From an optimization exercise on the open Yosys and OpenROAD flow, aimed at small area; shortcuts taken in it are not production practice.
The RTL was checked by simulation tests, not by an equivalence proof against the original design.
Power figures rest on the tool's default switching activity, not on a simulated workload.

[design/flow/design.v]
package regfile_pkg;
  localparam int DATA_W_DEF   = 32;
  localparam int NUM_REGS_DEF = 32;
  localparam int REG_ZERO = 0;
  localparam int REG_RA   = 31;
  function automatic logic is_zero_reg(
    input int   zero_en,
    input logic [31:0] addr
  );
    is_zero_reg = (zero_en != 0) && (addr == 32'(REG_ZERO));
  endfunction
endpackage
module regfile_scoreboard
#(
  parameter int NUM_REGS = regfile_pkg::NUM_REGS_DEF,
  parameter int ZERO_REG = 1,
  localparam int ADDR_W  = $clog2(NUM_REGS)
) (
  input  logic              clk,
  input  logic              reset,
  input  logic              set_en_i,
  input  logic [ADDR_W-1:0] set_addr_i,
  input  logic              clr_en_i,
  input  logic [ADDR_W-1:0] clr_addr_i,
  input  logic              flush_i,
  input  logic [ADDR_W-1:0] lk_addr_a_i,
  input  logic [ADDR_W-1:0] lk_addr_b_i,
  output logic              busy_a_o,
  output logic              busy_b_o
);
  logic [NUM_REGS-1:0] pend_q;
  logic [NUM_REGS-1:0] pend_d;
  always_comb begin
    pend_d = pend_q;
    if (clr_en_i) begin
      pend_d[clr_addr_i] = 1'b0;
    end
    if (set_en_i) begin
      pend_d[set_addr_i] = 1'b1;
    end
    if (flush_i) begin
      pend_d = '0;
    end
    if (ZERO_REG != 0) begin
      pend_d[regfile_pkg::REG_ZERO] = 1'b0;
    end
  end
  always_ff @(posedge clk or posedge reset) begin
    if (reset) begin
      pend_q <= '0;
    end else begin
      pend_q <= pend_d;
    end
  end
  assign busy_a_o = pend_q[lk_addr_a_i];
  assign busy_b_o = pend_q[lk_addr_b_i];
endmodule
module regfile_bypass_sb
#(
  parameter int DATA_W   = regfile_pkg::DATA_W_DEF,
  parameter int NUM_REGS = regfile_pkg::NUM_REGS_DEF,
  parameter int ZERO_REG = 1,
  parameter int BYPASS   = 1,
  localparam int ADDR_W  = $clog2(NUM_REGS)
) (
  input  logic              clk,
  input  logic              reset,
  input  logic [ADDR_W-1:0] rd_addr_a,
  input  logic [ADDR_W-1:0] rd_addr_b,
  output logic [DATA_W-1:0] rd_data_a,
  output logic [DATA_W-1:0] rd_data_b,
  output logic              rd_busy_a,
  output logic              rd_busy_b,
  input  logic              wr_en,
  input  logic [ADDR_W-1:0] wr_addr,
  input  logic [DATA_W-1:0] wr_data,
  input  logic              iss_en,
  input  logic [ADDR_W-1:0] iss_addr,
  input  logic              flush
);
  logic [DATA_W-1:0] regs_q [NUM_REGS];
  logic wr_zero;
  logic iss_zero;
  logic wr_ok;
  logic iss_ok;
  assign wr_zero  = regfile_pkg::is_zero_reg(ZERO_REG, 32'(wr_addr));
  assign iss_zero = regfile_pkg::is_zero_reg(ZERO_REG, 32'(iss_addr));
  assign wr_ok    = wr_en && !wr_zero;
  assign iss_ok   = iss_en && !iss_zero;
  always_ff @(posedge clk or posedge reset) begin
    if (reset) begin
      for (int i = 0; i < NUM_REGS; i++) begin
        regs_q[i] <= '0;
      end
    end else if (wr_ok) begin
      regs_q[wr_addr] <= wr_data;
    end
  end
  logic sb_busy_a;
  logic sb_busy_b;
  regfile_scoreboard #(
    .NUM_REGS (NUM_REGS),
    .ZERO_REG (ZERO_REG)
  ) u_sb (
    .clk         (clk),
    .reset       (reset),
    .set_en_i    (iss_ok),
    .set_addr_i  (iss_addr),
    .clr_en_i    (wr_ok),
    .clr_addr_i  (wr_addr),
    .flush_i     (flush),
    .lk_addr_a_i (rd_addr_a),
    .lk_addr_b_i (rd_addr_b),
    .busy_a_o    (sb_busy_a),
    .busy_b_o    (sb_busy_b)
  );
  logic zero_a;
  logic zero_b;
  logic hit_a;
  logic hit_b;
  assign zero_a = regfile_pkg::is_zero_reg(ZERO_REG, 32'(rd_addr_a));
  assign zero_b = regfile_pkg::is_zero_reg(ZERO_REG, 32'(rd_addr_b));
  assign hit_a = (BYPASS != 0) && wr_en
              && (wr_addr == rd_addr_a);
  assign hit_b = (BYPASS != 0) && wr_en
              && (wr_addr == rd_addr_b);
  always_comb begin
    rd_data_a = regs_q[rd_addr_a];
    rd_busy_a = sb_busy_a;
    if (zero_a) begin
      rd_data_a = '0;
      rd_busy_a = 1'b0;
    end else if (hit_a) begin
      rd_data_a = wr_data;
      rd_busy_a = 1'b0;
    end
  end
  always_comb begin
    rd_data_b = regs_q[rd_addr_b];
    rd_busy_b = sb_busy_b;
    if (zero_b) begin
      rd_data_b = '0;
      rd_busy_b = 1'b0;
    end else if (hit_b) begin
      rd_data_b = wr_data;
      rd_busy_b = 1'b0;
    end
  end
endmodule
[design/flow/run.sh]
#!/bin/bash
# synth_recipe.tcl (not shown) runs the flow's synth.tcl, then flattens the netlist and writes it again
# the make line also repeats each setting of config.mk as NAME=value (left out here)
make -C /OpenROAD-flow-scripts/flow DESIGN_CONFIG=/design/flow/config.mk WORK_HOME=/design/flow/orfs CLKGATE_MAP_FILE= SYNTH_SCRIPT=/design/flow/synth_recipe.tcl finish
[design/flow/config.mk]
export PLATFORM = sky130hd
export DESIGN_NAME = regfile_bypass_sb
export DESIGN_NICKNAME = regfile_bypass_sb
export VERILOG_FILES = /design/flow/design.v
export SDC_FILE = /design/flow/constraint.sdc
export NUM_CORES = 4
export LEC_CHECK = 0
export CAP_MARGIN = 20
export CORE_MARGIN = 2
export CORE_UTILIZATION = 40
export SETUP_SLACK_MARGIN = 0.3
export SLEW_MARGIN = 20
[design/flow/constraint.sdc]
create_clock -name core_clock -period 5.0 [get_ports {clk}]
set_input_delay 1.0000 -clock core_clock [delete_from_list [all_inputs] [get_ports {clk}]]
set_output_delay 1.0000 -clock core_clock [all_outputs]
set_load 0.01 [all_outputs]
==> impl_metrics.ini <==
[floorplanning]
die_area_um2 = 137000
top_level_ports = 123
die_w_um = 370
core_um2 = 133000
die_h_um = 370
rows = 134
initial_core_util_pct = 40.2

[worst_hold_path]
hold_path_class = flop to flop

[grt]
grt_use_met2_pct = 61.3
grt_max_degree = 105
met3_usage_pct = 17.1
use_met1_pct = 57.9
grt_usage_pct = 44.7
grt_pass1_vias = 48900
grt.overflow.total = 0
antenna_found_initial = 36
grt_pass1_wl_um = 421000
busiest_layer = met2

[final_layout]
fin_area_um2 = 67700
area_delta_synth_final_pct = 26.3
drive_gt1_share_pct = 39.8
fillers = 12000
nNetsFinal = 5216
fin_util_pct = 50.8

[synthesis]
yosys.area.top_type = dfrtp_1
ys_seq_area_share_pct = 47.7
synth_top_area_share_pct = 47.7
synth_common_cells = dfrtp_1 (1023), mux2_2 (990), a22oi_1 (588), and3_1 (359), clkbuf_1 (312)
synthesis.area_um2 = 53600
synth_cell_types = 81
synthCells = 4766
synth_fp_nets = 4833
synth_async_sr_flop_share_pct = 100
synth_warnings = 3
synth_seq_cells = 1023
syn_avg_cell_area_um2 = 11.3
synth_edf_count = 0
synthFlopType = dfrtp_1
synthTopCellsByArea = dfrtp_1 (48%), mux2_2 (21%), a22oi_1 (8.2%)
synth_most_common_cell = dfrtp_1

[route]
postRouteAntennaNets = 0
routedWlPerCell_um = 44.5
firstDrtPassIters = 7
drcViolationCount = 0
first_iter_violations = 9363
vias = 51600
routed_wl_um = 313000
viasPerCell = 7.35

[sta]
fmax_mhz = 209
post-route-min-period_ns = 4.79
setup_violations = 0
worstMarginPinSlew_ns = 0.872
slew_headroom_pct = 41.7
timing.final.crit_share_pct = 95.9
rsz0062_at_grt = true
holdWs_ns = 0.513
setup_slack_ns = 0.205
hold_violations = 0
slew_violations = 0
finClkSkew_ns = 0

[setup_path]
cp_slowest_stage_delay_ns = 0.60
path_class = input pin to output port
cp_top_family = buffers and inverters
crit_slowest_cell = clkdlybuf4s50_1
path_cells = buf_4, buf_4, nand3b_4, buf_12, nor2_4, buf_12, a22oi_1, nand4_1, nor3_4, o21ai_4, clkdlybuf4s50_1
cp.buffers_inverters = 5
start_kind = input pin
crit_required_ns = 4.00
crit_arrival_ns = 3.79
endpoint_kind = output port
crit_path_max_fanout = 15

[clock_tree]
numCtsBuffers = 114
clock-root-buffer = clkbuf_16
clkTransAtPathRegs_ns = 0.06
holdBufCountCts = 0
htree_levels = 3
cts_tree = yes
cts_buffer_depth = 3
clk_latency_ns = 0.78
cts.sinks = 1023

[run_status]
status = finished clean

[pwr]
total_power_uw = 24300
comb_power_share_pct = 17.1
clkPwrFrac_pct = 35.4
leakagePower_uw = 0.0303
p_int_uw = 16800
switchingPower_uw = 7520
ir_drop_uv = 311
p_sw_share_pct = 31.0
p_seq_share_pct = 47.5
cellPowerDensity_nw_per_um2 = 358

[placed_design]
dp_hpwl_um = 203000
pre_cts_slack_ns = -0.183
numPortBuffers = 122
gp_congestion = 1.02
dpl_cell_area_um2 = 62200

[run]
drv_cap = 0
## stage by stage
stage | cells | setup TNS (ns)
floorplan | 4766 | -
global placement | 6731 | -1.93
detailed placement | 6731 | -1.20
CTS | 6975 | 0
global route | 7008 | 0
finish | 7027 | 0
## placed cells by master, fill, tap and decap left out, types with 115 or more instances in the layout
cell       instances
a22oi_1          588
and3_1           356
buf_12           195
buf_4            409
clkbuf_16        115
dfrtp_1         1023
mux2_2           990
nand2_1          182
nand3_1          153
nand4_1          115
o21ai_0          139
## kinds of logic after synthesis
group,after synthesis,share of synthesized area [%]
DFF,1023,47.7
AOI/OAI and AO/OA,1063,14.1
xor gates and xnor gates,18,0.294
adders and majority gates,10,0.233
muxes,1025,21.9
and+or+nand+nor,1129,11.8
buffers and inverters,498,3.93
## sequential cells by signal (all words and copies together) (netlist names)
name and count:
regs_q 992, u_sb.pend_q 31
## power groups by stage
stage / Sequential [µW] / Combinational (µW) / Clock, µW
2_1_floorplan: 10800 / 2360 / 0
3_3_place_gp: 11500 / 3790 / 0
3_5_place_dp: 11500 / 3870 / 0
4_1_cts: 11400 / 3980 / 8600
5_1_grt: 11600 / 4330 / 8930
6_report: 11500 / 4150 / 8590
## routing by layer
| metal | wire (µm) | vias up |
|---|---|---|
| li1 | - | 19100 |
| met1 | 117000 | 26200 |
| met2 | 124000 | 4799 |
| met3 | 44100 | 1548 |
| met4 | 27300 | 14 |
| met5 | 106 | - |
## worst paths after layout
path                            depth (start not counted)  slack, ns                    endpoint                       start
worst max register to register                          1       4.00  regs_q[22][23]$_DFFE_PP0P_  regs_q[22][23]$_DFFE_PP0P_
min in group asynchronous                               2       0.72  regs_q[11][29]$_DFFE_PP0P_                       reset
worst min-delay path                                    1       0.51  regs_q[20][10]$_DFFE_PP0P_  regs_q[20][10]$_DFFE_PP0P_
worst max-delay path                                   11       0.21                rd_data_a[9]                rd_addr_a[3]
worst min register to register                          1       0.51  regs_q[20][10]$_DFFE_PP0P_  regs_q[20][10]$_DFFE_PP0P_
max in group asynchronous                               3       3.00    regs_q[4][1]$_DFFE_PP0P_                       reset
## timing repair
action | CTS | global route
setup endpoints to repair | 64 | 58
pin swaps | 19 | 24
hold endpoints to repair | 0 | 0
setup buffers | 37 | 33
resized for setup | 134 | 138
## layout make-up
type	instances	area [µm²]	area share, %
Antenna cell	19	47.5	0.0702
Clock buffer	164	3350	4.95
Clock inverter	43	363	0.536
Inverter	13	52.6	0.0776
Multi-Input combinational cell	3245	27600	40.7
Sequential cell	1023	25600	37.8
Tap cell	1768	2210	3.27
Timing Repair Buffer	752	8520	12.6

[static timing again, ports no longer ideal]
In the flow no input, the clock included, has a driving cell. The finished layout below was timed again as built, in two steps. Step 1 sets driving cells, clkbuf_16 on the clock port and buf_2 on the other inputs (assumed; they add their load-dependent delay and slew). Step 2 moves the port delays by t, midway between the first and last clock arrival at a register: inputs arrive t later, outputs are due t later. That takes back most of the time a late clock gives input paths. Slacks: ideal ports / drivers / drivers and shift; pairs: ideal ports / drivers.
t, ns: 0.853
setup slack, ns: 0.205 / 0.118 / 0.118
clock arrival spread, ns: 0.041 / 0.041
worst slew at a driven data input, ns: 0.12
After both steps setup and hold are still met in this run. The setup slack of this run moves by -0.087 ns with the drivers and by -0.087 ns with both steps.
